This is an optimization exercise on Yosys and OpenROAD, whose aim is small area, not a production implementation. No activity file was given, so power comes from the tool's default toggle rates.

## decode_dispatch
module decode_dispatch (
  input  logic                   clk,
  input  logic                   rst,
  input  logic                   roll_back,
  input  logic                   if_in_en,
  input  dispatch_pkg::addr_t    if_pc,
  input  dispatch_pkg::instr_t   if_instr,
  input  logic                   jump,
  input  logic                   rs1_busy,
  input  dispatch_pkg::rob_idx_t rs1_dep,
  input  dispatch_pkg::data_t    rs1_val,
  input  logic                   rs2_busy,
  input  dispatch_pkg::rob_idx_t rs2_dep,
  input  dispatch_pkg::data_t    rs2_val,
  input  logic                   cdb_en,
  input  dispatch_pkg::rob_idx_t cdb_rob_idx,
  input  dispatch_pkg::data_t    cdb_val,
  input  dispatch_pkg::rob_idx_t rob_idx_nxt,
  output logic                   stall_reset,
  output dispatch_pkg::addr_t    new_pc,
  output dispatch_pkg::rob_idx_t stall_rob_idx,
  output logic                   rf_en,
  output dispatch_pkg::reg_idx_t rf_dest,
  output dispatch_pkg::rob_idx_t rf_rob_idx,
  output logic                   rs_en,
  output dispatch_pkg::rs_op_t   rs_op_out,
  output dispatch_pkg::data_t    rs_vj,
  output logic                   rs_qj_en,
  output dispatch_pkg::rob_idx_t rs_qj,
  output dispatch_pkg::data_t    rs_vk,
  output logic                   rs_qk_en,
  output dispatch_pkg::rob_idx_t rs_qk,
  output dispatch_pkg::rob_idx_t rs_rob_idx,
  output logic                   rob_en,
  output dispatch_pkg::rob_idx_t rob_idx,
  output logic                   rob_ready,
  output dispatch_pkg::rob_op_t  rob_op,
  output dispatch_pkg::reg_idx_t rob_dest,
  output dispatch_pkg::data_t    rob_val,
  output logic                   rob_jump,
  output dispatch_pkg::addr_t    rob_pc,
  output dispatch_pkg::addr_t    rob_alt_pc
);
  logic                 op1_pend;
  logic                 op2_pend;
  dispatch_pkg::data_t  op1_raw;
  logic                 op2_use_reg, op2_use_cdb;
  logic                 imm_sx, imm_mid;
  logic                 is_alu_r, is_alu_i, is_branch, is_lui, is_auipc, is_jal, is_jalr;
  dispatch_pkg::rs_op_t rs_op;
    dispatch_pkg::addr_t  pc_plus4;
  dispatch_pkg::addr_t  sum;
  ...
==> flow/config.mk <==
export PLATFORM = sky130hd
export DESIGN_NAME = decode_dispatch
export DESIGN_NICKNAME = decode_dispatch
export VERILOG_FILES = /design/flow/design.v
export SDC_FILE = /design/flow/constraint.sdc
export NUM_CORES = 4
export LEC_CHECK = 0
export CAP_MARGIN = 0
export CORE_MARGIN = 2
export CORE_UTILIZATION = 65
export PLACE_DENSITY = 0.75
export SLEW_MARGIN = 0
export SYNTH_HIERARCHICAL = 1
export SYNTH_MINIMUM_KEEP_SIZE = 0
==> flow/constraint.sdc <==
create_clock -name core_clock -period 5.0 [get_ports {clk}]
set_input_delay 1.0000 -clock core_clock [delete_from_list [all_inputs] [get_ports {clk}]]
set_output_delay 1.0000 -clock core_clock [all_outputs]
set_load 0.01 [all_outputs]
standard.sh (not shown) runs the stock make flow with config.mk's settings and CLKGATE_MAP_FILE= SYNTH_SCRIPT=/design/flow/synth_recipe.tcl, a recipe that flattens the netlist after the stock synthesis.
==> flow/flow/run.sh <==
#!/bin/bash
# Standard ORFS layout with two changes: the port buffers use the smallest
# buffer cell, and the clock tree uses few, large sink clusters and no dummy loads.
export BUFFER_PORTS_ARGS="-buffer_cell sky130_fd_sc_hd__buf_1"
export CTS_ARGS="-sink_clustering_enable -repair_clock_nets -dont_use_dummy_load -sink_clustering_size 16 -sink_clustering_max_diameter 60 -buf_list {sky130_fd_sc_hd__clkbuf_4 sky130_fd_sc_hd__clkbuf_8}"
bash standard.sh > standard.log 2>&1
Next try:
--- a/flow/design.v
+++ b/flow/design.v
@@ -178,38 +178,39 @@
     .y(add_b[30:20]));
   assign add_b[31]    = if_instr[31];
   add32 u_add (.a(add_a), .b(add_b), .s(sum));
 endmodule
 module add32 (
   input  logic [31:0] a,
   input  logic [31:0] b,
   output logic [31:0] s
 );
-  logic [31:0] ap, ag, cg, cp;
+  logic [31:0] ap, ag, c;
   assign ap = a ^ b;
   assign ag = a & b;
   always_comb begin
-    cg = ag;
-    cp = ap;
-    for (int d = 1; d < 32; d = d * 2) begin
-      for (int i = 2 * d - 1; i < 32; i += 2 * d) begin
-        cg[i] = cg[i] | (cp[i] & cg[i-d]);
-        cp[i] = cp[i] & cp[i-d];
-      end
-    end
-    for (int d = 8; d >= 1; d = d / 2) begin
-      for (int i = 3 * d - 1; i < 32; i += 2 * d) begin
-        cg[i] = cg[i] | (cp[i] & cg[i-d]);
-        cp[i] = cp[i] & cp[i-d];
+    logic cb;
+    cb = 1'b0;
+    for (int j = 0; j < 32; j += 3) begin
+      logic gg, pp, cr;
+      gg = 1'b0;
+      pp = 1'b1;
+      cr = cb;
+      for (int i = j; i < j + 3 && i < 32; i++) begin
+        c[i] = cr;
+        cr = ag[i] | (ap[i] & cr);
+        gg = ag[i] | (ap[i] & gg);
+        pp = pp & ap[i];
       end
+      cb = gg | (pp & cb);
     end
   end
-  assign s = ap ^ {cg[30:0], 1'b0};
+  assign s = ap ^ c;
 endmodule
 module inc30 (
   input  logic [29:0] a,
   output logic [29:0] y
 );
   logic [29:0] c;
   always_comb begin
     logic cb;
     cb = 1'b1;
@@ -386,27 +387,36 @@
   assign ld_alt_p4  = ld_any && is_branch && jump;
   assign ld_alt_sum = ld_any && is_branch && !jump;
   assign kp_alt     = run && !(disp && is_branch);
   dispatch_pkg::addr_t    new_pc_d, rob_pc_d, rob_val_d, rob_alt_pc_d;
   dispatch_pkg::data_t    rs_vj_d, rs_vk_d;
   dispatch_pkg::rob_idx_t stall_rob_idx_d, rs_qj_d, rs_qk_d, rs_rob_idx_d;
   dispatch_pkg::rs_op_t   rs_op_d;
   dispatch_pkg::reg_idx_t rob_dest_d;
   logic                   rob_ready_d, rob_op_br_d, rob_jump_d, rs_qj_en_d, rs_qk_en_d;
-  ao222 #(.W(32)) u_new_pc (
-    .s0(ld_npc_p4), .d0(pc_plus4), .s1(ld_npc_sum), .d1({sum[31:1], sum[0] && !is_jalr}),
-    .s2(kp_npc), .d2(new_pc), .y(new_pc_d));
-  ao222 #(.W(32)) u_rob_val (
-    .s0(ld_val_p4), .d0(pc_plus4), .s1(ld_val_sum), .d1(sum), .s2(kp_val), .d2(rob_val),
-    .y(rob_val_d));
-  ao222 #(.W(32)) u_rob_alt_pc (
-    .s0(ld_alt_p4), .d0(pc_plus4), .s1(ld_alt_sum), .d1(sum), .s2(kp_alt), .d2(rob_alt_pc),
-    .y(rob_alt_pc_d));
+  ao222 #(.W(31)) u_new_pc (
+    .s0(ld_npc_p4), .d0(pc_plus4[31:1]), .s1(ld_npc_sum), .d1(sum[31:1]),
+    .s2(kp_npc), .d2(new_pc[31:1]), .y(new_pc_d[31:1]));
+  ao22_1 u_new_pc0 (
+    .s0(ld_npc_p4 || (ld_npc_sum && !is_jalr)), .d0(if_pc[0]),
+    .s1(kp_npc), .d1(new_pc[0]), .y(new_pc_d[0]));
+  ao222 #(.W(30)) u_rob_val (
+    .s0(ld_val_p4), .d0(pc_plus4[31:2]), .s1(ld_val_sum), .d1(sum[31:2]),
+    .s2(kp_val), .d2(rob_val[31:2]), .y(rob_val_d[31:2]));
+  ao22 #(.W(2)) u_rob_val_lo (
+    .s0(ld_val_p4 || (ld_val_sum && is_auipc)), .d0(if_pc[1:0]),
+    .s1(kp_val), .d1(rob_val[1:0]), .y(rob_val_d[1:0]));
+  ao222 #(.W(31)) u_rob_alt_pc (
+    .s0(ld_alt_p4), .d0(pc_plus4[31:1]), .s1(ld_alt_sum), .d1(sum[31:1]),
+    .s2(kp_alt), .d2(rob_alt_pc[31:1]), .y(rob_alt_pc_d[31:1]));
+  ao22_1 u_rob_alt_pc0 (
+    .s0(ld_alt_p4 || ld_alt_sum), .d0(if_pc[0]),
+    .s1(kp_alt), .d1(rob_alt_pc[0]), .y(rob_alt_pc_d[0]));
   ao22 #(.W(32)) u_rob_pc (
     .s0(ld_any), .d0(if_pc), .s1(kp_any), .d1(rob_pc), .y(rob_pc_d));
   ao22 #(.W(5)) u_rob_dest (
     .s0(ld_any), .d0(rd), .s1(kp_any), .d1(rob_dest), .y(rob_dest_d));
   ao22 #(.W(3)) u_rob_flags (
     .s0(ld_any), .d0({has_result, is_branch, is_branch && jump}),
     .s1(kp_any), .d1({rob_ready, rob_op_br, rob_jump}),
     .y({rob_ready_d, rob_op_br_d, rob_jump_d}));
   ao22 #(.W(4)) u_stall_rob_idx (
The changed run ran to the end with no violations.
Sequential share of layout area rose by 0.12 points.
Via count fell by 1.7%.
Clock-buffer cell count stays the same.
Synthesized area fell by 1.7%.
Hold slack improved by 0.0051 ns.
Global-route usage fell by 1.7 points.
Sequential cell count is unchanged.
Design area fell by 0.34%.
Setup slack got worse by 0.40 ns.
Non-clock buffer count rose by 18.
Clock power hardly moves.
No run of this note included a check of the RTL's function; only the layout flow was run.

-- static timing again, ports no longer ideal --
In the flow no input, the clock included, has a driving cell. The finished layouts below were timed again as built, in two steps. Step 1 assumes that a clkbuf_16 drives the clock port and a buf_2 every other input. Step 2 moves the port delays by t, midway between the first and last clock arrival at a register: inputs arrive t later, outputs are due t later. That takes back most of the time a late clock gives input paths. Slacks: no drivers / after step 1 / after step 2; pairs: no drivers / after step 1.
| run | shift t [ns] | setup slack, ns | worst setup path at the end | pins driven straight from the clock port |
|---|---|---|---|---|
| the first run | 0.561 | 0.822 / 0.804 / 0.243 | input to register | 1 |
| the second run | 0.550 | 0.417 / 0.416 / -0.135 | input to register | 1 |
Met with ideal ports but missed after step 2: setup timing in the second run. For the first run, which loses most, drivers alone change the setup slack by -0.018 ns; drivers and shift together by -0.579 ns.
